Source: an optimization exercise on an open RTL-to-GDS flow (aim: small area, a short achievable clock period and few clock cycles per item). Production flows keep margins and buffers that such runs may drop. Where RTL was checked, it was by simulation tests only, not by an equivalence proof against the original. Only the layout flow was run in runs 2 and 3; the RTL was not checked for function there.

`flow/config.mk`:
```
export PLATFORM = sky130hd
export DESIGN_NAME = div_top
export DESIGN_NICKNAME = div_top
export VERILOG_FILES = /design/flow/design.v
export SDC_FILE = /design/flow/constraint.sdc
export NUM_CORES = 4
export LEC_CHECK = 0
export CAP_MARGIN = 20
export CORE_MARGIN = 2
export CORE_UTILIZATION = 40
export SLEW_MARGIN = 20
```
`flow/constraint.sdc`:
```
create_clock -name core_clock -period 17.5 [get_ports {clk}]
set_input_delay 3.5000 -clock core_clock [delete_from_list [all_inputs] [get_ports {clk}]]
set_output_delay 3.5000 -clock core_clock [all_outputs]
set_load 0.01 [all_outputs]
```
`flow/design.v`:
```
`default_nettype none
package div_pkg;
    localparam int OP_LN    = 32;             
    localparam int XP_LN    = 4;              
    localparam int C_LN     = OP_LN + XP_LN;  
    localparam int NUM_ITER = 5;              
    localparam int CNT_LN   = 3;              
    localparam int HB_LN    = 5;              
    typedef enum logic [1:0] {
        DIV  = 2'b00,
        DIVU = 2'b01,
        REM  = 2'b10,
        REMU = 2'b11
    } div_fn_t;
    typedef enum logic [1:0] {
        NORMAL = 2'b00,  
        DIV0   = 2'b01,  
        OVFL   = 2'b10   
    } div_kind_t;
    typedef enum logic [1:0] {IDLE, ITERATE, FIXUP} div_state_t;
    typedef struct packed {
        logic [OP_LN-1:0] op1;     
        logic [OP_LN-1:0] op2;     
        logic [2:0]       funct3;
    } div_req_t;
    typedef struct packed {
        div_fn_t          fn;
        div_kind_t        kind;
        logic [OP_LN-1:0] op1_abs;
        logic [OP_LN-1:0] op2_abs;
        logic             op1_neg;  
        logic             quo_neg;  
        logic [HB_LN-1:0] op2_hb;   
        logic [OP_LN-1:0] op1_raw;  
    } div_prep_t;
endpackage
`default_nettype wire
`timescale 1ns/1ps
`default_nettype none
import div_pkg::*;
module div_ctrl (
    input  wire             clk,
    input  wire             rst_n,
    input  wire             start,
    input  wire             ack,
    input  div_pkg::div_kind_t       kind_now,
    output logic            load,
    output logic            step,
    output logic            finish,
    output logic            done
);
    div_pkg::div_state_t        state, state_nxt;
    logic [CNT_LN-1:0] cnt;       
    logic              done_nxt;
    logic              accept;
    assign accept = start && (state == IDLE) && (!done || ack);
    always_comb begin
        state_nxt = state;
        load      = 1'b0;
        step      = 1'b0;
        finish    = 1'b0;
        done_nxt  = done && !ack;  
        case (state)
            IDLE: begin
                if (accept) begin
                    load = 1'b1;
                    if (kind_now != NORMAL) begin
                        finish   = 1'b1;  
                        done_nxt = 1'b1;
                    end else begin
                        state_nxt = ITERATE;
                    end
                end
            end
            ITERATE: begin
                step = 1'b1;
                if (cnt == CNT_LN'(NUM_ITER - 1)) begin
                    state_nxt = FIXUP;
                end
            end
            FIXUP: begin
                finish    = 1'b1;
                done_nxt  = 1'b1;
                state_nxt = IDLE;
            end
            default: state_nxt = IDLE;
        endcase
    end
    always_ff @(posedge clk or negedge rst_n) begin
        if (!rst_n) begin
            state <= IDLE;
            done  <= 1'b0;
            cnt   <= '0;
        end else begin
            state <= state_nxt;
            done  <= done_nxt;
            if (load) begin
                cnt <= '0;
            end else if (step) begin
                cnt <= cnt + 1'b1;
            end
        end
    end
endmodule
`default_nettype wire
`timescale 1ns/1ps
`default_nettype none
import div_pkg::*;
module div_operand_prep (
    input  wire            clk,
    input  wire            rst_n,
    input  wire            load,
    input  div_pkg::div_req_t       req,
    output div_pkg::div_kind_t      kind_now,
    output div_pkg::div_prep_t      prep
);
    div_pkg::div_fn_t          fn;
    logic             is_signed;
    logic             op1_neg, op2_neg;
    logic [OP_LN-1:0] op1_abs, op2_abs;
    logic [HB_LN-1:0] hb_chain [0:OP_LN];  
    div_pkg::div_prep_t        prep_now, prep_q;
    assign fn        = div_pkg::div_fn_t'(req.funct3[1:0]);
    assign is_signed = (fn == DIV) || (fn == REM);
    assign op1_neg = is_signed & req.op1[OP_LN-1];
    assign op2_neg = is_signed & req.op2[OP_LN-1];
    assign op1_abs = op1_neg ? -req.op1 : req.op1;  
    assign op2_abs = op2_neg ? -req.op2 : req.op2;
    assign kind_now = (req.op2 == '0) ? DIV0 :
                      (is_signed && (req.op1 == {1'b1, {(OP_LN-1){1'b0}}}) && (req.op2 == '1))
                      ? OVFL : NORMAL;
    assign hb_chain[0] = '0;
    for (genvar i = 0; i < OP_LN; i++) begin : g_hb
        assign hb_chain[i+1] = op2_abs[i] ? HB_LN'(i) : hb_chain[i];
    end
    always_comb begin
        prep_now.fn      = fn;
        prep_now.kind    = kind_now;
        prep_now.op1_abs = op1_abs;
        prep_now.op2_abs = op2_abs;
        prep_now.op1_neg = op1_neg;
        prep_now.quo_neg = op1_neg ^ op2_neg;
        prep_now.op2_hb  = hb_chain[OP_LN];
        prep_now.op1_raw = req.op1;
    end
    always_ff @(posedge clk or negedge rst_n) begin
        if (!rst_n) begin
            prep_q <= '0;
        end else if (load) begin
            prep_q <= prep_now;
        end
    end
    assign prep = load ? prep_now : prep_q;  
endmodule
`default_nettype wire
`timescale 1ns/1ps
`default_nettype none
import div_pkg::*;
module div_goldschmidt (
    input  wire              clk,
    input  wire              rst_n,
    input  wire              load,
    input  wire              step,
    input  div_pkg::div_prep_t        prep,
    output logic [OP_LN-1:0] quo_est
);
    logic [HB_LN-1:0]  norm_sh;            
    logic [OP_LN-1:0]  d_norm, x_frac;
    logic [C_LN-1:0]   x_init, num_init;
    logic [C_LN-1:0]   x_q, num_q;
    logic [C_LN-1:0]   x_next, num_next;
    logic [2*C_LN-1:0] x_sq;
    logic [C_LN:0]     mul_fac;            
    logic [2*C_LN:0]   num_prod;
    logic              carry;              
    logic [HB_LN:0]    shft_init, shft_q;  
    logic [C_LN:0]     rnd_bit, num_rnd, num_shr;
    assign norm_sh  = HB_LN'(OP_LN - 1) - prep.op2_hb;
    assign d_norm   = prep.op2_abs << norm_sh;
    assign x_frac   = -d_norm;                           
    assign x_init   = {x_frac, {XP_LN{1'b0}}};
    assign num_init = {prep.op1_abs, {XP_LN{1'b0}}};
    assign shft_init = {1'b0, prep.op2_hb} + (HB_LN + 1)'(XP_LN + 1);
    assign x_sq   = x_q * x_q;
    assign x_next = x_sq[2*C_LN-1:C_LN];
    assign mul_fac  = {1'b1, x_q};
    assign num_prod = num_q * mul_fac;
    assign carry    = num_prod[2*C_LN];
    assign num_next = carry ? num_prod[2*C_LN:C_LN+1]  
                            : num_prod[2*C_LN-1:C_LN];
    always_ff @(posedge clk) begin
        if (load) begin
            x_q   <= x_init;
            num_q <= num_init;
        end else if (step) begin
            x_q   <= x_next;
            num_q <= num_next;
        end
    end
    always_ff @(posedge clk or negedge rst_n) begin
        if (!rst_n) begin
            shft_q <= '0;
        end else if (load) begin
            shft_q <= shft_init;
        end else if (step && carry) begin
            shft_q <= shft_q - 1'b1;
        end
    end
    assign rnd_bit = (C_LN + 1)'(1) << (shft_q - 1'b1);
    assign num_rnd = {1'b0, num_q} + rnd_bit;
    assign num_shr = num_rnd >> shft_q;
    assign quo_est = (|num_shr[C_LN:OP_LN]) ? '1 : num_shr[OP_LN-1:0];  
endmodule
`default_nettype wire
`timescale 1ns/1ps
`default_nettype none
import div_pkg::*;
module div_fixup (
    input  wire              clk,
    input  wire              rst_n,
    input  wire              finish,
    input  div_pkg::div_prep_t        prep,
    input  wire [OP_LN-1:0]  quo_est,
    output logic [OP_LN-1:0] result
);
    logic [OP_LN+1:0]        d_ext;
    logic [OP_LN+1:0]        prod_lo;   
    logic signed [OP_LN+1:0] rem_raw;
    logic                    rem_neg, rem_big;
    logic [OP_LN-1:0]        quo_abs, rem_abs;
    logic [OP_LN+1:0]        rem_fix;
    logic [OP_LN-1:0]        quo_s, rem_s;
    logic [OP_LN-1:0]        quo_fin, rem_fin;
    logic                    is_quo;
    assign d_ext   = {2'b00, prep.op2_abs};
    assign prod_lo = prep.op2_abs * quo_est;
    assign rem_raw = $signed({2'b00, prep.op1_abs} - prod_lo);
    assign rem_neg = rem_raw[OP_LN+1];                           
    assign rem_big = !rem_neg && ($unsigned(rem_raw) >= d_ext);  
    always_comb begin
        quo_abs = quo_est;
        rem_fix = rem_raw;
        if (rem_neg) begin
            quo_abs = quo_est - 1'b1;
            rem_fix = rem_raw + d_ext;   
        end else if (rem_big) begin
            quo_abs = quo_est + 1'b1;
            rem_fix = rem_raw - d_ext;
        end
    end
    assign rem_abs = rem_fix[OP_LN-1:0];
    assign quo_s   = prep.quo_neg ? -quo_abs : quo_abs;
    assign rem_s   = prep.op1_neg ? -rem_abs : rem_abs;  
    always_comb begin
        case (prep.kind)
            DIV0: begin
                quo_fin = '1;
                rem_fin = prep.op1_raw;
            end
            OVFL: begin
                quo_fin = prep.op1_raw;
                rem_fin = '0;
            end
            default: begin
                quo_fin = quo_s;
                rem_fin = rem_s;
            end
        endcase
    end
    assign is_quo = (prep.fn == DIV) || (prep.fn == DIVU);
    always_ff @(posedge clk or negedge rst_n) begin
        if (!rst_n) begin
            result <= '0;
        end else if (finish) begin
            result <= is_quo ? quo_fin : rem_fin;
        end
    end
endmodule
`default_nettype wire
`timescale 1ns/1ps
`default_nettype none
import div_pkg::*;
module div_top (
    input  wire              clk,
    input  wire              rst_n,
    input  wire [OP_LN-1:0]  op1,     
    input  wire [OP_LN-1:0]  op2,     
    input  wire [2:0]        funct3,
    input  wire              start,
    input  wire              ack,
    output logic [OP_LN-1:0] result,
    output logic             done
);
    div_pkg::div_kind_t        kind_now;  
    logic             load;      
    logic             step;      
    logic             finish;    
    div_pkg::div_prep_t        prep;
    logic [OP_LN-1:0] quo_est;   
    div_pkg::div_req_t         req;
    assign req.op1    = op1;
    assign req.op2    = op2;
    assign req.funct3 = funct3;
    div_ctrl u_ctrl (
        .clk      (clk),
        .rst_n    (rst_n),
        .start    (start),
        .ack      (ack),
        .kind_now (kind_now),
        .load     (load),
        .step     (step),
        .finish   (finish),
        .done     (done)
    );
    div_operand_prep u_prep (
        .clk      (clk),
        .rst_n    (rst_n),
        .load     (load),
        .req      (req),
        .kind_now (kind_now),
        .prep     (prep)
    );
    div_goldschmidt u_gold (
        .clk     (clk),
        .rst_n   (rst_n),
        .load    (load),
        .step    (step),
        .prep    (prep),
        .quo_est (quo_est)
    );
    div_fixup u_fixup (
        .clk     (clk),
        .rst_n   (rst_n),
        .finish  (finish),
        .prep    (prep),
        .quo_est (quo_est),
        .result  (result)
    );
endmodule
`default_nettype wire
```
`flow/run.sh`:
```
#!/bin/bash
# synth_recipe.tcl (not shown) runs the flow's synth.tcl, then flattens the netlist and writes it again
# the make line also repeats each setting of config.mk as NAME=value (left out here)
make -C /OpenROAD-flow-scripts/flow DESIGN_CONFIG=/design/flow/config.mk WORK_HOME=/design/flow/orfs CLKGATE_MAP_FILE= SYNTH_SCRIPT=/design/flow/synth_recipe.tcl finish
```
==> results.txt, run 1 <==
After routing the design area is 0.130 mm^2. The transition time of the tightest slew-check pin came out at 1.12 ns. The total routed wirelength came out at 419 mm. After filler insertion, the fill cell instance count of the layout stands at 29,300. The number of port buffers is 102.

The depth of the most critical reg-to-reg path is 62. The number of cell rows is 200. The cts-stage hold buffer count came out at 0. The number of global-route vias before repair came out at about 100k.

The total grt overflow is 0. CTS built an H-tree with a depth of 1. The largest driver fanout on the critical path is 14.

The setup-violating endpoint count in the final report is 0. TritonCTS built the clock tree. The final-stage net count came out at 17,500. Grouping stages by cell kind, the critical path spends the most delay in adder cells. The number of buffers and inverters on the critical path is 10. The count of unresolved DRC violations after routing came out at 0. The post-synthesis cell count came out at 13,800. The worst setup path is captured at a register. The clock edge transition at the registers on the reported setup and hold paths is approximately 0.07 ns.

The most common library cell in the layout ignoring fill and taps is sky130_fd_sc_hd__inv_1. The largest net degree at the start of global routing came out at 99. After synthesis, the largest family of logic cells by area is adder cells. The CTS sink count is 222.

The die extent in y is 551 um. For this design, the slowest cell found on the critical path is sky130_fd_sc_hd__fa_1. The count of flip-flops with a built-in enable after synthesis is 64. The final count of hold timing violations came out at 0. The horizontal die dimension is ~550 um. Yosys attributes the largest share of cell area to sky130_fd_sc_hd__fa_1 (46%), sky130_fd_sc_hd__inv_1 (9.7%), sky130_fd_sc_hd__ha_1 (9.0%), sky130_fd_sc_hd__nand2_1 (6.6%), sky130_fd_sc_hd__and2_1 (3.4%).

The count of nets left with antenna violations once routing finished came out at 0. The logic depth of the worst setup path including buffers is 62. The max-cap violation count is 0.

The clock insertion delay at the later pin of the skew report came out at 0.67 ns. The sequential fraction of the synthesis area came out at 4.88%. The worst setup path category is register to register. The placer's final routability congestion estimate came out at around 1. The detailed placer's ending HPWL came out at 327 mm.

The post-synthesis to final-layout area growth came out at 8.61%. The area share of fa/ha/maj cells after synthesis is 54.8%. The delay of the slowest cell on the worst path is 0.60 ns. The area of the core came out at 0.297 mm^2. STA classifies the critical path startpoint as a register.

The number of antenna violations at the first check in global routing is 23. The first-iteration detailed-routing DRC count came out at 8,986. The count of vias placed by the detailed router came out at 97,100. No sink is reached through more buffers than the 3 on the longest clock path. Summing every instance area after synthesis gives 0.119 mm^2. The total placed instance area came out at approximately 0.13 mm^2. The floorplan step defined a die boundary enclosing between 0.3 and 0.4 mm^2. The relative slew slack is approximately a quarter. The compound-gate portion of the synthesized area is about 8.2%.

The register bit total from synthesis is 222. The worst hold-check slack came out at ~0.50 ns. The first-pass GRT wire length is about 640 mm. The top cell types in the final layout, fill and taps aside, are sky130_fd_sc_hd__inv_1 (3,078), sky130_fd_sc_hd__fa_1 (2,735), sky130_fd_sc_hd__nand2_1 (2,101), sky130_fd_sc_hd__ha_1 (855), sky130_fd_sc_hd__buf_4 (684).

Along the worst hold path, the cell count comes to 2. The xor and xnor fraction of the mapped netlist area came out at 2.76%. The final critical-path share of the clock period is 95.9%. The I/O pin count is 104.

For this run, the total global-route usage over all layers was measured as 28.0%. The number of search-and-repair iterations in the first detailed-routing pass is 8. The average via count per standard cell is 5.45.

The post-layout minimum cycle time came out at 16.79 ns. Between clock sinks in the finished design, the worst skew comes to around 0.044 ns. The worst path required time is 18.02 ns. Data arrives at the worst endpoint at 17.30 ns. The simple-gate portion of the synthesized area is 15.7%. The dominant synthesized flop cell is sky130_fd_sc_hd__dfrtp_1. The largest area contributor in the synthesized netlist is sky130_fd_sc_hd__fa_1. The average size of a mapped cell came out at 8.68 um^2. The achievable frequency is 59.6 MHz. Of the post-synthesis cell area, the part taken by muxes is 1.44%.

The total nets after synthesis is 17,400. The distinct cell type count of the synthesized netlist is approximately 120. The kind of path behind the tightest hold check is register to register.

The fraction of layout instances using a drive strength above 1 came out at 7.03%. The max-slew violation total from the final report came out at 0. The post-synthesis async set-or-reset flop share came out at between 60% and 70%.

CTS placed an instance of sky130_fd_sc_hd__clkbuf_16 at the clock tree root. Once the floorplan was initialized, standard cells occupied 40.2% of the core. The top cell type's share of synthesized area came out at a little under half. After detailed routing, the average wire length per cell comes to 23.5 um. The flow ran to the end and the layout has no timing, DRC or antenna violations. For this run, the number of Yosys warnings is 5. Buffers inserted during clock tree synthesis total 30. The most frequent cell on the critical path is sky130_fd_sc_hd__fa_1.
[synth_stat cells, drive strengths merged (24+ instances only)]
cell type and count:
or2 33, dfrtp 150, buf 86, xor2 135
o211ai 61, mux2i 116, nor4 44, edfxtp 64
a221oi 74, o22ai 60, and2 657, o221ai 24
o21a 43, inv 3088, and3 38, nand2b 40
nand2 2101, a211oi 49, a21o 113, nor3 134
o21ai 279, fa 2735, nand3 129, a31oi 60
nand4 65, nor2b 54, xnor2 229, o21bai 30
nor2 688, o31ai 47, or3 48, a21oi 343
clkbuf 672, ha 859
[sequential cells by signal, summed over array words and instances, names as in the netlist]
| signal | cells |
|---|---|
| u_prep.prep_q | 106 |
| u_gold.num_q | 36 |
| u_gold.x_q | 36 |
| u_fixup.result | 32 |
| u_gold.shft_q | 6 |
| u_ctrl.cnt | 3 |
| u_ctrl.state | 2 |
| u_ctrl.done | 1 |
[routing by layer]
layer | wire length (um) | vias to the layer above | track usage, %
met3 | 43300 | 869 | 5.78
met2 | 184000 | 4733 | 43.0
met5 | 181 | - | 0
met4 | 21600 | 16 | 11.7
met1 | 169000 | 49500 | 38.3
li1 | - | 41900 | -
[tightest hold or removal path, cell delays in order, from the launching register on]
cell	delay, ns
sky130_fd_sc_hd__dfrtp_1	0.32
sky130_fd_sc_hd__nand2_1	0.04
sky130_fd_sc_hd__nand2_1	0.10
[area by class of cell]
class | instances | area [um^2] | area share [%]
multi-input combinational | 9679 | 99600 | 76.8
clock buffer | 34 | 776 | 0.598
antenna | 14 | 35.0 | 0.0270
inverter | 3098 | 11600 | 8.97
tap | 3939 | 4930 | 3.80
clock inverter | 22 | 278 | 0.214
timing repair buffer | 809 | 6610 | 5.10
sequential | 222 | 5850 | 4.51
[worst paths after layout]
kind	endpoint	start	slack, ns
max in group asynchronous	u_gold.shft_q[0]	rst_n	13.07
setup / recovery	u_fixup.result[30]	u_gold.shft_q[1]	0.71
setup reg to reg	u_fixup.result[30]	u_gold.shft_q[1]	0.71
min in group asynchronous	u_fixup.result[13]	rst_n	2.96
hold / removal	u_prep.prep_q[2]	u_prep.prep_q[2]	0.50
hold reg to reg	u_prep.prep_q[2]	u_prep.prep_q[2]	0.50
[cells by family (layout without fill, tap and decap cells)]
family / after synthesis / in the layout
and+or+nand+nor: 4128 / 4128
xor gates and xnor gates: 369 / 369
AOI/OAI and AO/OA: 1436 / 1436
adders and majority gates: 3594 / 3594
muxes: 152 / 152
buffers and inverters: 3856 / 3963
DFF: 222 / 222
other: 0 / 14
[what timing repair did]
action / 4_1_cts / 5_1_grt
gates resized for setup: 0 / 69
buffers inserted: 0 / 8
endpoints found under the setup margin: 0 / 25
endpoints found under the hold margin: 0 / 0
[through the flow]
stage	TNS [ns]	setup WS [ns]	std cells	util, %
floorplan	0	0.124	13800	-
global placement	0	0.0383	17700	43.2
detailed placement	0	0.0958	17700	43.2
CTS	0	0.283	17800	43.5
global route	-0.0294	-0.0294	17800	43.7
finish	0	0.713	17800	43.7
Testbench counts, summed over its fixed seeds: cycles 16,044, items 2,400.
==> inputs of run 2 (changes only) <==
==> flow/design.v (replaced) <==
`timescale 1ns/1ps
`default_nettype none
module div_top #(
    parameter int R = 2                  
) (
    input  wire         clk,
    input  wire         rst_n,
    input  wire  [31:0] op1,     
    input  wire  [31:0] op2,     
    input  wire  [2:0]  funct3,
    input  wire         start,
    input  wire         ack,
    output logic [31:0] result,
    output logic        done
);
    localparam logic [1:0] S_IDLE = 2'd0, S_SETUP = 2'd1, S_ITER = 2'd2, S_NEG = 2'd3;
    localparam int DW = 33;              
    localparam int W  = DW + R;          
    logic [1:0]    st;
    logic [31:0]   a_r;    
    logic [DW-1:0] b_r;    
    logic [31:0]   q_r;    
    logic [1:0]    fn;     
    logic [4:0]    cnt;    
    logic          neg;    
    logic accept;
    assign accept = start && (st == S_IDLE) && (!done || ack);
    logic        sgn, a_neg, b_neg, is_rem;
    logic [31:0] a_inv, aa, bb, a_1c, b_1c;
    logic        div0, ovfl, zero_q;
    logic [5:0]  la, lb;                 
    logic [5:0]  sh, sh_lo;
    logic [4:0]  n_it;
    logic [31:0] imm;
    assign is_rem = fn[1];
    assign sgn    = !fn[0];
    assign a_neg  = sgn && a_r[31];
    assign b_neg  = sgn && b_r[31];
    assign a_inv  = -a_r;                
    assign aa     = a_neg ? a_inv : a_r;
    assign bb     = b_neg ? -b_r[31:0] : b_r[31:0];
    assign a_1c   = a_neg ? ~a_r : a_r;
    assign div0   = (b_r[31:0] == 32'd0);
    assign ovfl   = sgn && (a_r == 32'h8000_0000) && (b_r[31:0] == 32'hffff_ffff);
    always_comb begin
        la = 6'd0;
        lb = 6'd0;
        for (int i = 0; i < 32; i++) begin
            if (a_1c[i]) la = 6'(i + 1);
            if (bb[i])   lb = 6'(i + 1);
        end
        la = la + 6'(a_neg);             
    end
    assign zero_q = (a_r == 32'd0) || (la < lb);
    assign sh     = la - lb;
    assign n_it   = 5'(sh / R);
    assign sh_lo  = 6'(n_it * R);
    always_comb begin
        if (is_rem) imm = ovfl ? 32'd0 : a_r;
        else        imm = div0 ? 32'hffff_ffff : (ovfl ? a_r : 32'd0);
    end
    logic [W-1:0]  rem [0:R];
    logic [R-1:0]  qb;
    logic [31:0]   qn;
    always_comb begin
        rem[0] = W'(a_r);
        for (int j = 0; j < R; j++) begin
            logic [W:0] t;
            t = {1'b0, rem[j]} - ({1'b0, W'(b_r)} << (R - 1 - j));
            qb[R-1-j] = !t[W];
            rem[j+1]  = t[W] ? rem[j] : t[W-1:0];
        end
    end
    assign qn = {q_r[31-R:0], qb};
    always_ff @(posedge clk or negedge rst_n) begin
        if (!rst_n) begin
            st   <= S_IDLE;
            done <= 1'b0;
        end else begin
            case (st)
                S_IDLE: begin
                    if (accept) begin
                        st   <= S_SETUP;
                        done <= 1'b0;
                    end else if (ack) begin
                        done <= 1'b0;
                    end
                end
                S_SETUP: begin
                    if (div0 || ovfl || zero_q) begin
                        st   <= S_IDLE;
                        done <= 1'b1;
                    end else begin
                        st <= S_ITER;
                    end
                end
                S_ITER: begin
                    if (cnt == 5'd0) begin
                        if (neg) begin
                            st <= S_NEG;
                        end else begin
                            st   <= S_IDLE;
                            done <= 1'b1;
                        end
                    end
                end
                default: begin
                    st   <= S_IDLE;
                    done <= 1'b1;
                end
            endcase
        end
    end
    always_ff @(posedge clk) begin
        case (st)
            S_IDLE: begin
                if (accept) begin
                    a_r <= op1;
                    b_r <= DW'(op2);
                    fn  <= funct3[1:0];
                end
            end
            S_SETUP: begin
                q_r <= 32'd0;
                cnt <= n_it;
                neg <= is_rem ? a_neg : (a_neg ^ b_neg);
                b_r <= DW'(bb) << sh_lo;
                a_r <= (div0 || ovfl || zero_q) ? imm : aa;
            end
            S_ITER: begin
                q_r <= qn;
                b_r <= b_r >> R;
                cnt <= cnt - 5'd1;
                a_r <= (cnt == 5'd0 && !is_rem) ? qn : rem[R][31:0];
            end
            default: begin
                a_r <= a_inv;
            end
        endcase
    end
    assign result = a_r;
endmodule
`default_nettype wire
--- a/flow/config.mk
+++ b/flow/config.mk
@@ -6,4 +6,5 @@
 export NUM_CORES = 4
 export LEC_CHECK = 0
+export ABC_CLOCK_PERIOD_IN_PS = 3000
 export CAP_MARGIN = 20
 export CORE_MARGIN = 2
==> results.txt, run 2 <==
Result of the run: finished clean (unchanged). The distinct cell type count of the synthesized netlist came to 98 (was 117). The number of buffers added for setup after CTS came out at 0 (unchanged). The initial cell density of the core is 40.5% (was 40.2%).

The worst setup path category was register to register (unchanged). The post-synthesis to final-layout area growth came to 11.9% (was 8.61%). The achievable frequency is 122 MHz (was 59.6 MHz). The number of flip-flops under the largest register name is 33 (was 106). The register bit total from synthesis is 106 (was 222). Main area contributors after synthesis: sky130_fd_sc_hd__edfxtp_1 (22%), sky130_fd_sc_hd__ha_1 (7.1%), sky130_fd_sc_hd__xnor2_1 (5.0%), sky130_fd_sc_hd__nand2_1 (4.3%), sky130_fd_sc_hd__a21oi_1 (4.2%) (was sky130_fd_sc_hd__fa_1 (46%), sky130_fd_sc_hd__inv_1 (9.7%), sky130_fd_sc_hd__ha_1 (9.0%), sky130_fd_sc_hd__nand2_1 (6.6%), sky130_fd_sc_hd__and2_1 (3.4%)). The setup-violating endpoint count in the final report is 0 (unchanged).

The total placed instance area came out at 0.0153 mm^2 (was 0.128 mm^2). The relative slew slack was 27.6% (was 24.8%). The summed area of non-filler cells in the final layout came out at 0.0156 mm^2 (was 0.130 mm^2). The first-iteration detailed-routing DRC count is 1,689 (was 8,986). The worst hold-check slack came out at 0.550 ns (was 0.504 ns).

The number of warning messages in the yosys log is 2 (was 5). The number of port buffers is 102 (unchanged). The clock insertion delay at the later pin of the skew report came out at 0.39 ns (was 0.67 ns). Commonest cells after routing, fill and taps aside: sky130_fd_sc_hd__nand2_1 (159), sky130_fd_sc_hd__nor2_1 (120), sky130_fd_sc_hd__a21oi_1 (118), sky130_fd_sc_hd__o21ai_0 (116), sky130_fd_sc_hd__edfxtp_1 (103) (was sky130_fd_sc_hd__inv_1 (3,078), sky130_fd_sc_hd__fa_1 (2,735), sky130_fd_sc_hd__nand2_1 (2,101), sky130_fd_sc_hd__ha_1 (855), sky130_fd_sc_hd__buf_4 (684)). The post-synth design cell area is 0.0139 mm^2 (was 0.119 mm^2). The final critical-path share of the clock period is 46.9% (was 95.9%). The max-cap violation count was 0 (unchanged). The arrival time reported for the critical path endpoint came out at 8.33 ns (was 17.30 ns).

The cts-stage hold buffer count came out at 0 (unchanged). The final-stage net count is 1,952 (was 17,500). Commonest cells post-synth: sky130_fd_sc_hd__nand2_1 (159), sky130_fd_sc_hd__nor2_1 (123), sky130_fd_sc_hd__a21oi_1 (118), sky130_fd_sc_hd__o21ai_0 (117), sky130_fd_sc_hd__edfxtp_1 (103) (was sky130_fd_sc_hd__inv_1 (3,080), sky130_fd_sc_hd__fa_1 (2,735), sky130_fd_sc_hd__nand2_1 (2,101), sky130_fd_sc_hd__ha_1 (859), sky130_fd_sc_hd__nor2_1 (687)).

The average via count per standard cell is 6.43 (was 5.45). Setup repair after global routing left no endpoint under its margin. The kind of path behind the tightest hold check is register to register (unchanged). The number of cell rows was 68 (was 200).

The average size of a mapped cell is 7.84 um^2 (was 8.68 um^2). The final count of hold timing violations was 0 (unchanged). The cell with the most instances after synthesis is sky130_fd_sc_hd__nand2_1 (was sky130_fd_sc_hd__inv_1). The largest net degree at the start of global routing came to 53 (was 99). The number of antenna violations at the first check in global routing is 1 (was 23). The clock tree root buffer cell is sky130_fd_sc_hd__clkbuf_16 (unchanged). The clock edge transition at the registers on the reported setup and hold paths is 0.08 ns (was 0.07 ns). The I/O pin count is 104 (unchanged).

The total routed wirelength is 53.8 mm (was 419 mm). The number of clock buffers inserted by TritonCTS was 9 (was 30). The post-layout minimum cycle time is 8.21 ns (was 16.79 ns). The total grt overflow was 0 (unchanged).

The number of global-route vias before repair came out at 13,300 (was 100,000). The count of vias placed by the detailed router is 14,500 (was 97,100). The category of the worst setup path launch point is a register (unchanged).

The average wire length per cell after detail routing is 23.8 um (was 23.5 um). The critical path endpoint category is a register (unchanged). The register with the highest flop count was b_r (was u_prep.prep_q). The area of the core came out at 0.0345 mm^2 (was 0.297 mm^2). The hold path startpoint is q_r[5] (was u_prep.prep_q[2]).

The post-synthesis async set-or-reset flop share is 2.83% (was 67.6%). The largest area contributor in the synthesized netlist is sky130_fd_sc_hd__edfxtp_1 (was sky130_fd_sc_hd__fa_1). The final-layout fill cell count came out at 3,454 (was 29,300). The worst path required time was 17.62 ns (was 18.02 ns). The setup clock skew after layout came out at 0.0149 ns (was 0.0439 ns). The worst setup path startpoint was b_r[14] (was u_gold.shft_q[1]). The total nets after synthesis came to 1,930 (was 17,400). The number of H-tree branching levels is 3 (was 1).

The fraction of layout instances using a drive strength above 1 is 7.43% (was 7.03%). The detailed placer's ending HPWL is 40.8 mm (was 327 mm). The horizontal die dimension is 191 um (was 551 um). The final cell utilization of the core came to 45.3% (was 43.7%). The setup TNS after final layout came out at 0 ns (unchanged). The CTS sink count was 106 (was 222). The number of nets with antenna violations after routing came to 0 (unchanged). The number of gates resized after cts is 0 (unchanged).

The number of buffers on the longest clock path came out at 2 (was 3). The die footprint came out at 0.0364 mm^2 (was 0.303 mm^2). The first-pass GRT wire length came out at 81.0 mm (was 637 mm). The overall routing resource usage is 29.2% (was 28.0%). The max-slew violation total from the final report is 0 (unchanged). The die extent in y came out at 191 um (was 551 um). The placer's final routability congestion estimate came out at 0.989 (was 1.01). The largest driver fanout on the critical path is 44 (was 14).

The most common library cell in the layout ignoring fill and taps is sky130_fd_sc_hd__nand2_1 (was sky130_fd_sc_hd__inv_1). The number of search-and-repair iterations in the first detailed-routing pass is 6 (was 8). The sequential fraction of the synthesis area was 22.7% (was 4.88%). The top cell type's share of synthesized area came out at 22.2% (was 45.8%). The startpoint of the most critical register-to-register path is b_r[14] (was u_gold.shft_q[1]). The count of unresolved DRC violations after routing came to 0 (unchanged). The clock tree from TritonCTS is yes (unchanged).

The dominant synthesized flop cell is sky130_fd_sc_hd__edfxtp_1 (was sky130_fd_sc_hd__dfrtp_1). The count of flip-flops with a built-in enable after synthesis came out at 103 (was 64). Leading registers by flop count: b_r (33), a_r (31), q_r (30) (was u_prep.prep_q (106), u_gold.num_q (36), u_gold.x_q (36)). The post-synthesis cell count came to 1,777 (was 13,800).

The transition time of the tightest slew-check pin is 1.08 ns (was 1.12 ns).
-- run 2: cell count changes after synthesis, moves of 149 or more --
cell | before | now
sky130_fd_sc_hd__fa_1 | 2735 | 3
sky130_fd_sc_hd__a21oi_1 | 339 | 118
sky130_fd_sc_hd__nand2_1 | 2101 | 159
sky130_fd_sc_hd__and2_1 | 656 | 44
sky130_fd_sc_hd__nor2_1 | 687 | 123
sky130_fd_sc_hd__xnor2_1 | 229 | 80
sky130_fd_sc_hd__ha_1 | 859 | 79
sky130_fd_sc_hd__clkbuf_1 | 671 | 93
sky130_fd_sc_hd__inv_1 | 3080 | 83
-- run 2: routing by layer --
metal | part of all wire (%) | up-vias | track usage, %
li1 | - | 6734 | -
met1 | 45 | 6951 | 41.5
met2 | 44 | 737 | 44.8
met3 | 8.5 | 110 | 4.16
met4 | 3.2 | 0 | 10.3
met5 | 0 | - | 0
-- run 2: kinds of logic (layout without fill, tap and decap cells) --
| family | Yosys count | in the layout | share of synthesized area (%) |
|---|---|---|---|
| and+or+nand+nor | 605 | 605 | 22.2 |
| AOI/OAI and AO/OA | 589 | 589 | 28.5 |
| DFF | 106 | 106 | 22.7 |
| muxes | 82 | 82 | 6.32 |
| adders and majority gates | 82 | 82 | 7.52 |
| buffers and inverters | 199 | 226 | 5.57 |
| xor gates and xnor gates | 113 | 113 | 7.10 |
| other | 1 | 2 | 0.0269 |
-- run 2: stage by stage --
stage | std cells | setup WS [ns]
floorplan | 1777 | 10.72
global placement | 2242 | 9.49
detailed placement | 2243 | 9.59
CTS | 2259 | 9.54
global route | 2260 | 8.93
finish | 2260 | 9.29
-- run 2: area by class of cell --
type | instances | area, um^2 | share of cell area (%)
multi-input cells | 1472 | 10000 | 64.4
well taps | 455 | 569 | 3.65
clock inverters | 7 | 63.8 | 0.409
inverters | 84 | 315 | 2.02
diodes | 1 | 2.50 | 0.0160
clock buffers | 9 | 225 | 1.44
repair buffers | 126 | 1200 | 7.70
flip-flops and latches | 106 | 3170 | 20.3
-- run 2: final timing paths --
path | end | slack [ns] | cells after the start
worst min register to register | q_r[7] | 0.55 | 1
worst max-delay path | a_r[29] | 9.29 | 23
worst min-delay path | q_r[7] | 0.55 | 1
worst max register to register | a_r[29] | 9.29 | 23
min in group asynchronous | done | 3.28 | 1
max in group asynchronous | st[0] | 14.08 | 1
-- run 2: critical path, stage by stage, from the launching register on --
cell and delay, ns:
sky130_fd_sc_hd__edfxtp_1 0.48, sky130_fd_sc_hd__inv_1 0.33, sky130_fd_sc_hd__ha_1 0.40, sky130_fd_sc_hd__a21o_1 0.28
sky130_fd_sc_hd__a221o_1 0.35, sky130_fd_sc_hd__and2_1 0.23, sky130_fd_sc_hd__nor2b_1 0.15, sky130_fd_sc_hd__nor3_1 0.44
sky130_fd_sc_hd__a21o_1 0.20, sky130_fd_sc_hd__buf_4 0.46, sky130_fd_sc_hd__mux2_2 0.42, sky130_fd_sc_hd__ha_1 0.33
sky130_fd_sc_hd__o21a_1 0.18, sky130_fd_sc_hd__o31a_1 0.14, sky130_fd_sc_hd__o311ai_0 0.79, sky130_fd_sc_hd__a31oi_1 0.36
sky130_fd_sc_hd__o2111ai_1 0.34, sky130_fd_sc_hd__a21oi_1 0.22, sky130_fd_sc_hd__a31o_2 0.40, sky130_fd_sc_hd__nor2_1 0.49
sky130_fd_sc_hd__buf_4 0.35, sky130_fd_sc_hd__o41ai_1 0.12, sky130_fd_sc_hd__nor3b_1 0.27, sky130_fd_sc_hd__o211ai_1 0.12
==> inputs of run 3 (changes only) <==
--- a/flow/design.v
+++ b/flow/design.v
@@ -2,5 +2,5 @@
 `default_nettype none
 module div_top #(
-    parameter int R = 2                  
+    parameter int R = 1                  
 ) (
     input  wire         clk,
==> results.txt, run 3 <==
Result of the run: finished clean (unchanged). The horizontal die dimension came out at 172 um (was 191 um). The sequential fraction of the synthesis area is 28.3% (was 22.7%). The transition time of the tightest slew-check pin came out at 1.01 ns (was 1.08 ns).

The multi-input gate area in the final layout came to 0.00749 mm^2 (was 0.0100 mm^2). The top cell type's share of synthesized area is 27.6% (was 22.2%). Unrepaired setup endpoints after global routing: false (unchanged).

The number of search-and-repair iterations in the first detailed-routing pass is 5 (was 6). The post-synth design cell area is 0.0113 mm^2 (was 0.0139 mm^2). The overall routing resource usage is 28.1% (was 29.2%).

The number of flip-flops under the largest register name is 33 (unchanged). The average size of a mapped cell was 7.87 um^2 (was 7.84 um^2). The kind of path behind the tightest hold check is register to register (unchanged). The number of antenna violations at the first check in global routing came out at 0 (was 1). The worst hold-check slack was 0.557 ns (was 0.550 ns). The post-layout minimum cycle time came out at 7.90 ns (was 8.21 ns). The area of the core is 0.0278 mm^2 (was 0.0345 mm^2). The number of clock buffers inserted by TritonCTS is 9 (unchanged). The largest area contributor in the synthesized netlist is sky130_fd_sc_hd__edfxtp_1 (unchanged). The dominant synthesized flop cell is sky130_fd_sc_hd__edfxtp_1 (unchanged). The largest net degree at the start of global routing came out at 64 (was 53). The number of gates resized after cts is 0 (unchanged). The I/O pin count came out at 104 (unchanged). The global routing met1 resource utilization came out at 39.7% (was 41.5%).

The cell with the most instances after synthesis was sky130_fd_sc_hd__a21oi_1 (was sky130_fd_sc_hd__nand2_1). The worst setup path category was register to register (unchanged). The count of flip-flops with a built-in enable after synthesis came out at 104 (was 103). The relative slew slack came out at 32.8% (was 27.6%). The total nets after synthesis came to 1,558 (was 1,930).

The most congested layer reported by global routing is met2 (unchanged). The distinct cell type count of the synthesized netlist is 77 (was 98). The final-stage net count is 1,591 (was 1,952). The initial cell density of the core is 40.7% (was 40.5%).

The count of vias placed by the detailed router is 11,500 (was 14,500). The post-synthesis cell count came to 1,436 (was 1,777).

The clock insertion delay at the later pin of the skew report came out at 0.38 ns (was 0.39 ns). The number of global-route vias before repair came out at 10,500 (was 13,300). The cts-stage hold buffer count came to 0 (unchanged). The count of inserted antenna diode cells is 0 (was 1). The number of H-tree branching levels is 3 (unchanged). The register with the highest flop count was b_r (unchanged). The setup-violating endpoint count in the final report came out at 0 (unchanged). The delay of the slowest cell on the worst path is 0.66 ns (was 0.79 ns). The clock edge transition at the registers on the reported setup and hold paths came to 0.10 ns (was 0.08 ns).

The post-synthesis to final-layout area growth came out at 14.2% (was 11.9%). The die footprint came out at 0.0296 mm^2 (was 0.0364 mm^2). The clock tree from TritonCTS is yes (unchanged). Main area contributors after synthesis: sky130_fd_sc_hd__edfxtp_1 (28%), sky130_fd_sc_hd__a21oi_1 (6.9%), sky130_fd_sc_hd__ha_1 (5.4%), sky130_fd_sc_hd__xnor2_1 (5.1%), sky130_fd_sc_hd__nor2_1 (4.9%) (was sky130_fd_sc_hd__edfxtp_1 (22%), sky130_fd_sc_hd__ha_1 (7.1%), sky130_fd_sc_hd__xnor2_1 (5.0%), sky130_fd_sc_hd__nand2_1 (4.3%), sky130_fd_sc_hd__a21oi_1 (4.2%)). The number of port buffers is 102 (unchanged).

The number of warning messages in the yosys log is 2 (unchanged). The sequential cell area came out at 0.00320 mm^2 (was 0.00317 mm^2). The average via count per standard cell is 6.23 (was 6.43).

The placer's final routability congestion estimate is 0.957 (was 0.989). The average wire length per cell after detail routing came out at 22.7 um (was 23.8 um). Leading registers by flop count: b_r (33), a_r (31), q_r (31) (was b_r (33), a_r (31), q_r (30)).

The fraction of layout instances using a drive strength above 1 came out at 5.22% (was 7.43%). The most frequent cell on the critical path is sky130_fd_sc_hd__a21oi_1. The number of buffers on the longest clock path is 2 (unchanged). The die extent in y came out at 172 um (was 191 um). Commonest cells after routing, fill and taps aside: sky130_fd_sc_hd__a21oi_1 (154), sky130_fd_sc_hd__nor2_1 (147), sky130_fd_sc_hd__nand2_1 (141), sky130_fd_sc_hd__edfxtp_1 (104), sky130_fd_sc_hd__clkdlybuf4s50_1 (102) (was sky130_fd_sc_hd__nand2_1 (159), sky130_fd_sc_hd__nor2_1 (120), sky130_fd_sc_hd__a21oi_1 (118), sky130_fd_sc_hd__o21ai_0 (116), sky130_fd_sc_hd__edfxtp_1 (103)). The number of buffers added for setup after CTS came to 0 (unchanged). The max-cap violation count came out at 0 (unchanged). The largest driver fanout on the critical path came out at 35 (was 44). The register bit total from synthesis came out at 107 (was 106). The worst path required time came out at 17.62 ns (about the same). The most common library cell in the layout ignoring fill and taps is sky130_fd_sc_hd__a21oi_1 (was sky130_fd_sc_hd__nand2_1).

The post-synthesis async set-or-reset flop share is 2.80% (was 2.83%). The final critical-path share of the clock period was 45.1% (was 46.9%). The first-pass GRT wire length came out at 62.9 mm (was 81.0 mm). The global-route met2 utilization is 43.8% (was 44.8%). The cell with the biggest individual delay on the critical path is sky130_fd_sc_hd__edfxtp_1 (was sky130_fd_sc_hd__o311ai_0). The setup clock skew after layout came to 0.0185 ns (was 0.0149 ns).

The critical path endpoint category is a register (unchanged). The CTS sink count came out at 107 (was 106). The final-layout fill cell count is 2,849 (was 3,454). The achievable frequency came out at 127 MHz (was 122 MHz). The arrival time reported for the critical path endpoint is 8.01 ns (was 8.33 ns).

The total grt overflow was 0 (unchanged). Commonest cells post-synth: sky130_fd_sc_hd__a21oi_1 (155), sky130_fd_sc_hd__nor2_1 (148), sky130_fd_sc_hd__nand2_1 (141), sky130_fd_sc_hd__edfxtp_1 (104), sky130_fd_sc_hd__clkbuf_1 (84) (was sky130_fd_sc_hd__nand2_1 (159), sky130_fd_sc_hd__nor2_1 (123), sky130_fd_sc_hd__a21oi_1 (118), sky130_fd_sc_hd__o21ai_0 (117), sky130_fd_sc_hd__edfxtp_1 (103)). The detailed placer's ending HPWL came to 31.1 mm (was 40.8 mm). The met3 usage is 4.69% (was 4.16%). The setup TNS after final layout is 0 ns (unchanged).

The number of nets with antenna violations after routing is 0 (unchanged). The number of cell rows is 61 (was 68). The total routed wirelength came out at 42.0 mm (was 53.8 mm). The count of unresolved DRC violations after routing was 0 (unchanged). The category of the worst setup path launch point is a register (unchanged). The final count of hold timing violations is 0 (unchanged).

The max-slew violation total from the final report came out at 0 (unchanged). The clock tree root buffer cell is sky130_fd_sc_hd__clkbuf_16 (unchanged). The first-iteration detailed-routing DRC count came to 1,255 (was 1,689).
[run 3: cell type report]
cell class	count	share of cell area, %
clock buffers	10	1.77
clock inverters	6	0.543
inverters	70	2.04
multi-input cells	1160	58.0
flip-flops and latches	107	24.8
well taps	378	3.66
repair buffers	121	9.17
[run 3: cell families after synthesis]
family	count (synthesis)	share of synthesized area, %
DFF	107	28.3
muxes	46	4.42
AOI/OAI and AO/OA	462	26.5
adders and majority gates	51	5.78
and+or+nand+nor	504	21.7
buffers and inverters	169	5.87
xor gates and xnor gates	97	7.52
[run 3: stage by stage]
stage,cells,utilization (%),setup WS (ns),instance area [um^2]
CTS,1851,46.4,9.64,12900
finish,1852,46.5,9.60,12900
floorplan,1436,-,10.98,11300
detailed placement,1835,45.3,9.67,12600
global placement,1835,45.3,9.76,12600
global route,1852,46.5,9.09,12900
[run 3: path summary, 6_finish.rpt]
check,cells after the start,slack [ns],from,endpoint
max in group asynchronous,1,14.06,rst_n,st[1]
min in group asynchronous,1,3.30,rst_n,st[0]
setup / recovery,29,9.60,fn[0],a_r[17]
setup reg to reg,29,9.60,fn[0],a_r[17]
hold / removal,1,0.56,q_r[9],q_r[10]
hold reg to reg,1,0.56,q_r[9],q_r[10]
[run 3: worst max-delay path, delay by kind of cell (launching register included)]
kind | cells | cell delay (ns)
AO/OA/AOI/OAI | 15 | 2.69
adder cells (fa/ha/maj) | 3 | 1.13
buffers and inverters | 3 | 1.17
flip-flops | 1 | 0.66
AND/OR/NAND/NOR | 8 | 1.96
[run 3: layer usage]
metal	wire length, um	share of wire, %
met3	3310	7.9
met4	1190	2.8
met2	18500	44
met1	18900	45
met5	0	0
==> inputs of run 4 (changes only) <==
==> flow/design.v (replaced) <==
`timescale 1ns/1ps
`default_nettype none
module div_top (
    input  wire         clk,
    input  wire         rst_n,
    input  wire  [31:0] op1,     
    input  wire  [31:0] op2,     
    input  wire  [2:0]  funct3,
    input  wire         start,
    input  wire         ack,
    output logic [31:0] result,
    output logic        done
);
    localparam logic [1:0] S_IDLE = 2'd0, S_SETUP = 2'd1, S_ITER = 2'd2, S_NEG = 2'd3;
    logic [1:0]  st;
    logic [31:0] a_r;    
    logic [31:0] b_r;    
    logic [31:0] q_r;    
    logic [1:0]  fn;     
    logic [3:0]  cnt;    
    logic        neg;    
    logic accept;
    assign accept = start && (st == S_IDLE) && (!done || ack);
    logic        sgn, a_neg, b_neg, is_rem;
    logic [31:0] a_inv, aa, bb;
    logic        div0, ovfl, zero_q;
    logic [4:0]  hb_a, hb_b, sh;
    logic        nz_a;
    logic [31:0] imm;
    assign is_rem = fn[1];
    assign sgn    = !fn[0];
    assign a_neg  = sgn && a_r[31];
    assign b_neg  = sgn && b_r[31];
    assign a_inv  = -a_r;                
    assign aa     = a_neg ? a_inv : a_r;
    assign bb     = b_neg ? -b_r : b_r;
    assign div0   = (b_r == 32'd0);
    assign ovfl   = sgn && (a_r == 32'h8000_0000) && (b_r == 32'hffff_ffff);
    always_comb begin
        hb_a = 5'd0;
        hb_b = 5'd0;
        for (int i = 0; i < 32; i++) begin
            if (aa[i]) hb_a = 5'(i);
            if (bb[i]) hb_b = 5'(i);
        end
    end
    assign nz_a   = |aa;
    assign zero_q = !nz_a || (hb_a < hb_b);
    assign sh     = hb_a - hb_b;
    always_comb begin
        if (is_rem) imm = ovfl ? 32'd0 : a_r;
        else        imm = div0 ? 32'hffff_ffff : (ovfl ? a_r : 32'd0);
    end
    logic        ge1, ge2;
    logic [32:0] d2;
    logic [33:0] t1;
    logic [31:0] r1, r2;
    logic [32:0] t2;
    logic [31:0] qn;
    assign d2  = {b_r, 1'b0};
    assign t1  = {2'b00, a_r} - {1'b0, d2};
    assign ge1 = !t1[33];
    assign r1  = ge1 ? t1[31:0] : a_r;
    assign t2  = {1'b0, r1} - {1'b0, b_r};
    assign ge2 = !t2[32];
    assign r2  = ge2 ? t2[31:0] : r1;
    assign qn  = {q_r[29:0], ge1, ge2};
    always_ff @(posedge clk or negedge rst_n) begin
        if (!rst_n) begin
            st   <= S_IDLE;
            done <= 1'b0;
        end else begin
            case (st)
                S_IDLE: begin
                    if (accept) begin
                        st   <= S_SETUP;
                        done <= 1'b0;
                    end else if (ack) begin
                        done <= 1'b0;
                    end
                end
                S_SETUP: begin
                    if (div0 || ovfl || zero_q) begin
                        st   <= S_IDLE;
                        done <= 1'b1;
                    end else begin
                        st <= S_ITER;
                    end
                end
                S_ITER: begin
                    if (cnt == 4'd0) begin
                        if (neg) begin
                            st <= S_NEG;
                        end else begin
                            st   <= S_IDLE;
                            done <= 1'b1;
                        end
                    end
                end
                default: begin
                    st   <= S_IDLE;
                    done <= 1'b1;
                end
            endcase
        end
    end
    always_ff @(posedge clk) begin
        case (st)
            S_IDLE: begin
                if (accept) begin
                    a_r <= op1;
                    b_r <= op2;
                    fn  <= funct3[1:0];
                end
            end
            S_SETUP: begin
                q_r <= 32'd0;
                cnt <= sh[4:1];
                neg <= is_rem ? a_neg : (a_neg ^ b_neg);
                if (div0 || ovfl || zero_q) begin
                    a_r <= imm;
                end else begin
                    a_r <= aa;
                    b_r <= bb << {sh[4:1], 1'b0};
                end
            end
            S_ITER: begin
                q_r <= qn;
                b_r <= b_r >> 2;
                cnt <= cnt - 4'd1;
                a_r <= (cnt == 4'd0 && !is_rem) ? qn : r2;
            end
            default: begin
                a_r <= a_inv;
            end
        endcase
    end
    assign result = a_r;
endmodule
`default_nettype wire
--- a/flow/config.mk
+++ b/flow/config.mk
@@ -6,5 +6,4 @@
 export NUM_CORES = 4
 export LEC_CHECK = 0
-export ABC_CLOCK_PERIOD_IN_PS = 3000
 export CAP_MARGIN = 20
 export CORE_MARGIN = 2
==> results.txt, run 4 <==
The compound-gate portion of the synthesized area came to 30.1% (was 26.5%). The final cell utilization of the core was 45.4% (was 46.5%). The delay of the slowest cell on the worst path is 0.75 ns (was 0.66 ns). The largest area contributor in the synthesized netlist was sky130_fd_sc_hd__edfxtp_1 (unchanged). The arrival time reported for the critical path endpoint is 8.44 ns (was 8.01 ns).

The top cell type's share of synthesized area is 21.7% (was 27.6%). The main combinational cell family by area after synthesis was compound AO/OA/AOI/OAI gates (unchanged). The I/O pin count was 104 (unchanged).

The average via count per standard cell is 6.41 (was 6.23). The post-synthesis cell count is 1,817 (was 1,436). The clock insertion delay at the later pin of the skew report is 0.41 ns (was 0.38 ns). The die extent in y came out at 191 um (was 172 um).

The kind of path behind the tightest hold check is register to register (unchanged). The number of search-and-repair iterations in the first detailed-routing pass is 6 (was 5). The max-slew violation total from the final report came to 0 (unchanged). The most common library cell in the layout ignoring fill and taps was sky130_fd_sc_hd__nand2_1 (was sky130_fd_sc_hd__a21oi_1).

The xor and xnor fraction of the mapped netlist area came out at 8.76% (was 7.52%). The transition time of the tightest slew-check pin came to 1.14 ns (was 1.01 ns). The final count of hold timing violations is 0 (unchanged). The setup-violating endpoint count in the final report is 0 (unchanged). The number of buffers on the longest clock path is 2 (unchanged). The simple-gate portion of the synthesized area was 20.9% (was 21.7%).

The max-cap violation count came out at 0 (unchanged). Commonest cells post-synth: sky130_fd_sc_hd__nand2_1 (174), sky130_fd_sc_hd__a21oi_1 (163), sky130_fd_sc_hd__nor2_1 (151), sky130_fd_sc_hd__o21ai_0 (109), sky130_fd_sc_hd__xnor2_1 (102) (was sky130_fd_sc_hd__a21oi_1 (155), sky130_fd_sc_hd__nor2_1 (148), sky130_fd_sc_hd__nand2_1 (141), sky130_fd_sc_hd__edfxtp_1 (104), sky130_fd_sc_hd__clkbuf_1 (84)). The count of vias placed by the detailed router is 14,700 (was 11,500). The largest driver fanout on the critical path is 30 (was 35).

Result of the run: finished clean (unchanged). The area share of fa/ha/maj cells after synthesis was 7.14% (was 5.78%). The overall routing resource usage came out at 30.0% (was 28.1%). The number of port buffers came out at 102 (unchanged). The relative slew slack is 23.7% (was 32.8%). The register bit total from synthesis was 104 (was 107). The count of unresolved DRC violations after routing came to 0 (unchanged). The number of clock buffers inserted by TritonCTS came to 9 (unchanged).

The number of H-tree branching levels was 3 (unchanged). The CTS sink count came out at 104 (was 107). The filler-free cell count of the finished design is 2,297 (was 1,852). The first-iteration detailed-routing DRC count is 1,833 (was 1,255). Unrepaired setup endpoints after global routing: false (unchanged).

The family of cells with the greatest summed delay on the critical path is compound AO/OA/AOI/OAI gates (unchanged). The horizontal die dimension came to 191 um (was 172 um). The count of inserted antenna diode cells is 0 (unchanged). The clock edge transition at the registers on the reported setup and hold paths is 0.08 ns (was 0.10 ns). The clock tree from TritonCTS is yes (unchanged). The detailed placer's ending HPWL was 41.5 mm (was 31.1 mm). The placer's final routability congestion estimate was 1.01 (was 0.957). The distinct cell type count of the synthesized netlist is 91 (was 77). The fraction of layout instances using a drive strength above 1 is 6.08% (was 5.22%). The setup clock skew after layout came out at 0.0209 ns (was 0.0185 ns). The category of the worst setup path launch point is a register (unchanged). The average wire length per cell after detail routing is 23.8 um (was 22.7 um). The number of warning messages in the yosys log is 1 (was 2). The post-synth design cell area is 0.0140 mm^2 (was 0.0113 mm^2).

The number of global-route vias before repair is 13,700 (was 10,500). The post-layout minimum cycle time is 8.32 ns (was 7.90 ns). The cts-stage hold buffer count came out at 0 (unchanged).

The total routed wirelength is 54.7 mm (was 42.0 mm). The final critical-path share of the clock period came out at 47.6% (was 45.1%). The register with the highest flop count is b_r (unchanged). The number of cell rows is 68 (was 61).

The dominant synthesized flop cell was sky130_fd_sc_hd__edfxtp_1 (unchanged). The final-stage net count came out at 1,986 (was 1,591). The post-synthesis async set-or-reset flop share was 2.88% (was 2.80%). The die footprint is 0.0365 mm^2 (was 0.0296 mm^2). The count of flip-flops with a built-in enable after synthesis is 101 (was 104). The total nets after synthesis is 1,966 (was 1,558). The number of flip-flops under the largest register name was 32 (was 33).

The setup TNS after final layout is 0 ns (unchanged). The number of gates resized after cts is 0 (unchanged). The post-placement cell count is 2,281 (was 1,835). The post-synthesis to final-layout area growth is 11.9% (was 14.2%). The cell with the biggest individual delay on the critical path is sky130_fd_sc_hd__a211oi_1 (was sky130_fd_sc_hd__edfxtp_1). The largest net degree at the start of global routing came out at 76 (was 64). Main area contributors after synthesis: sky130_fd_sc_hd__edfxtp_1 (22%), sky130_fd_sc_hd__ha_1 (6.7%), sky130_fd_sc_hd__xnor2_1 (6.4%), sky130_fd_sc_hd__a21oi_1 (5.8%), sky130_fd_sc_hd__nand2_1 (4.7%) (was sky130_fd_sc_hd__edfxtp_1 (28%), sky130_fd_sc_hd__a21oi_1 (6.9%), sky130_fd_sc_hd__ha_1 (5.4%), sky130_fd_sc_hd__xnor2_1 (5.1%), sky130_fd_sc_hd__nor2_1 (4.9%)). The average size of a mapped cell is 7.70 um^2 (was 7.87 um^2). The initial cell density of the core came out at 40.6% (was 40.7%). The total grt overflow is 0 (unchanged). The worst setup path category was register to register (unchanged). The first-pass GRT wire length came out at 83.0 mm (was 62.9 mm).

The number of buffers and inverters on the critical path is 4 (was 3). The sequential fraction of the synthesis area came out at 22.2% (was 28.3%). The share of synthesized area spent on multiplexers came out at 4.63% (was 4.42%). The number of buffers added for setup after CTS came out at 0 (unchanged).

The achievable frequency came out at 120 MHz (was 127 MHz). The final-layout fill cell count came out at 3,530 (was 2,849). The number of antenna violations at the first check in global routing came out at 0 (unchanged).

The number of nets with antenna violations after routing came out at 0 (unchanged). The area of the core came out at 0.0345 mm^2 (was 0.0278 mm^2). Leading registers by flop count: b_r (32), a_r (31), q_r (30) (was b_r (33), a_r (31), q_r (31)). The clock tree root buffer cell is sky130_fd_sc_hd__clkbuf_16 (unchanged).

The worst path required time was 17.61 ns (was 17.62 ns). The cell with the most instances after synthesis is sky130_fd_sc_hd__nand2_1 (was sky130_fd_sc_hd__a21oi_1). The critical path endpoint category is a register (unchanged). Commonest cells after routing, fill and taps aside: sky130_fd_sc_hd__nand2_1 (174), sky130_fd_sc_hd__a21oi_1 (163), sky130_fd_sc_hd__nor2_1 (150), sky130_fd_sc_hd__o21ai_0 (109), sky130_fd_sc_hd__clkdlybuf4s50_1 (102) (was sky130_fd_sc_hd__a21oi_1 (154), sky130_fd_sc_hd__nor2_1 (147), sky130_fd_sc_hd__nand2_1 (141), sky130_fd_sc_hd__edfxtp_1 (104), sky130_fd_sc_hd__clkdlybuf4s50_1 (102)).
run 4: cell count changes in the layout (fill, tap and decap cells not counted), moves of 19 or more:
cell / delta
sky130_fd_sc_hd__o211ai_1: +37
sky130_fd_sc_hd__xnor2_1: +37
sky130_fd_sc_hd__a21o_1: +20
sky130_fd_sc_hd__nor3_1: +26
sky130_fd_sc_hd__ha_1: +25
sky130_fd_sc_hd__o21ai_0: +26
sky130_fd_sc_hd__inv_1: +20
sky130_fd_sc_hd__nand2_1: +33
sky130_fd_sc_hd__a32oi_1: +19
run 4: final timing paths:
kind,from,to,slack [ns],cells after the start
worst max-delay path,a_r[1],a_r[14],9.18,27
worst min-delay path,q_r[3],q_r[5],0.54,1
worst max register to register,a_r[1],a_r[14],9.18,27
worst min register to register,q_r[3],q_r[5],0.54,1
max in group asynchronous,rst_n,st[0],14.08,1
min in group asynchronous,rst_n,done,3.28,1
run 4: cell type report:
cell class              instances  area [um^2]  share of cell area [%]
inverters                      90          338                    2.16
clock inverters                 7         62.6                   0.400
multi-input cells            1496        10100                    64.4
repair buffers                136         1280                    8.15
well taps                     455          569                    3.64
clock buffers                   9          225                    1.44
flip-flops and latches        104         3110                    19.9
run 4: cells by family after synthesis:
kind of cell,after synthesis
AOI/OAI and AO/OA,622
and+or+nand+nor,596
buffers and inverters,217
xor gates and xnor gates,139
DFF,104
adders and majority gates,78
muxes,61
run 4: metrics by stage:
stage,hold slack [ns],setup slack [ns],area (um^2)
after floorplan,0.502,10.01,14000
after CTS,0.552,9.38,15700
after detailed placement,0.530,9.40,15400
final,0.543,9.18,15700
after global routing,0.581,8.87,15700
after global placement,0.527,9.45,15400
run 4: layer usage:
layer | track usage, % | share of wire [%]
met3 | 6.17 | 9.6
met2 | 46.0 | 44
met5 | 0 | 0
met1 | 41.2 | 43
met4 | 11.7 | 3.1
Testbench counts of run 4, summed over its fixed seeds: cycles 11,534, items 2,400.

[port drivers added, routing unchanged]
No port has a modelled driver above. Below, the same layouts with a new extraction and two added sets of constraints.
Step 1 sets driving cells, clkbuf_16 on the clock port and buf_2 on the other inputs (assumed; they add their load-dependent delay and slew).
Step 2 also shifts input and output timing later by t, the mid clock arrival at the registers, as if the neighbouring blocks saw the same clock.
Slacks: ideal ports / drivers / drivers and shift; pairs: ideal ports / drivers.
| run | t (ns) | setup slack, ns | worst setup path at the end | worst register clock-pin slew, ns | cell pins on the clock port's net |
|---|---|---|---|---|---|
| run 1 | 0.741 | 0.713 / 0.713 / 0.171 | input to register | 0.09 / 0.09 | 1 |
| run 2 | 0.432 | 9.292 / 9.292 / 9.292 | register to register | 0.09 / 0.09 | 1 |
| run 3 | 0.423 | 9.601 / 9.601 / 9.601 | register to register | 0.10 / 0.10 | 1 |
| run 4 | 0.452 | 9.175 / 9.175 / 9.175 | register to register | 0.09 / 0.09 | 1 |
After both steps every run listed still meets setup and hold. For run 1, which loses most, drivers alone change the setup slack by 0.000 ns; drivers and shift together by -0.542 ns.
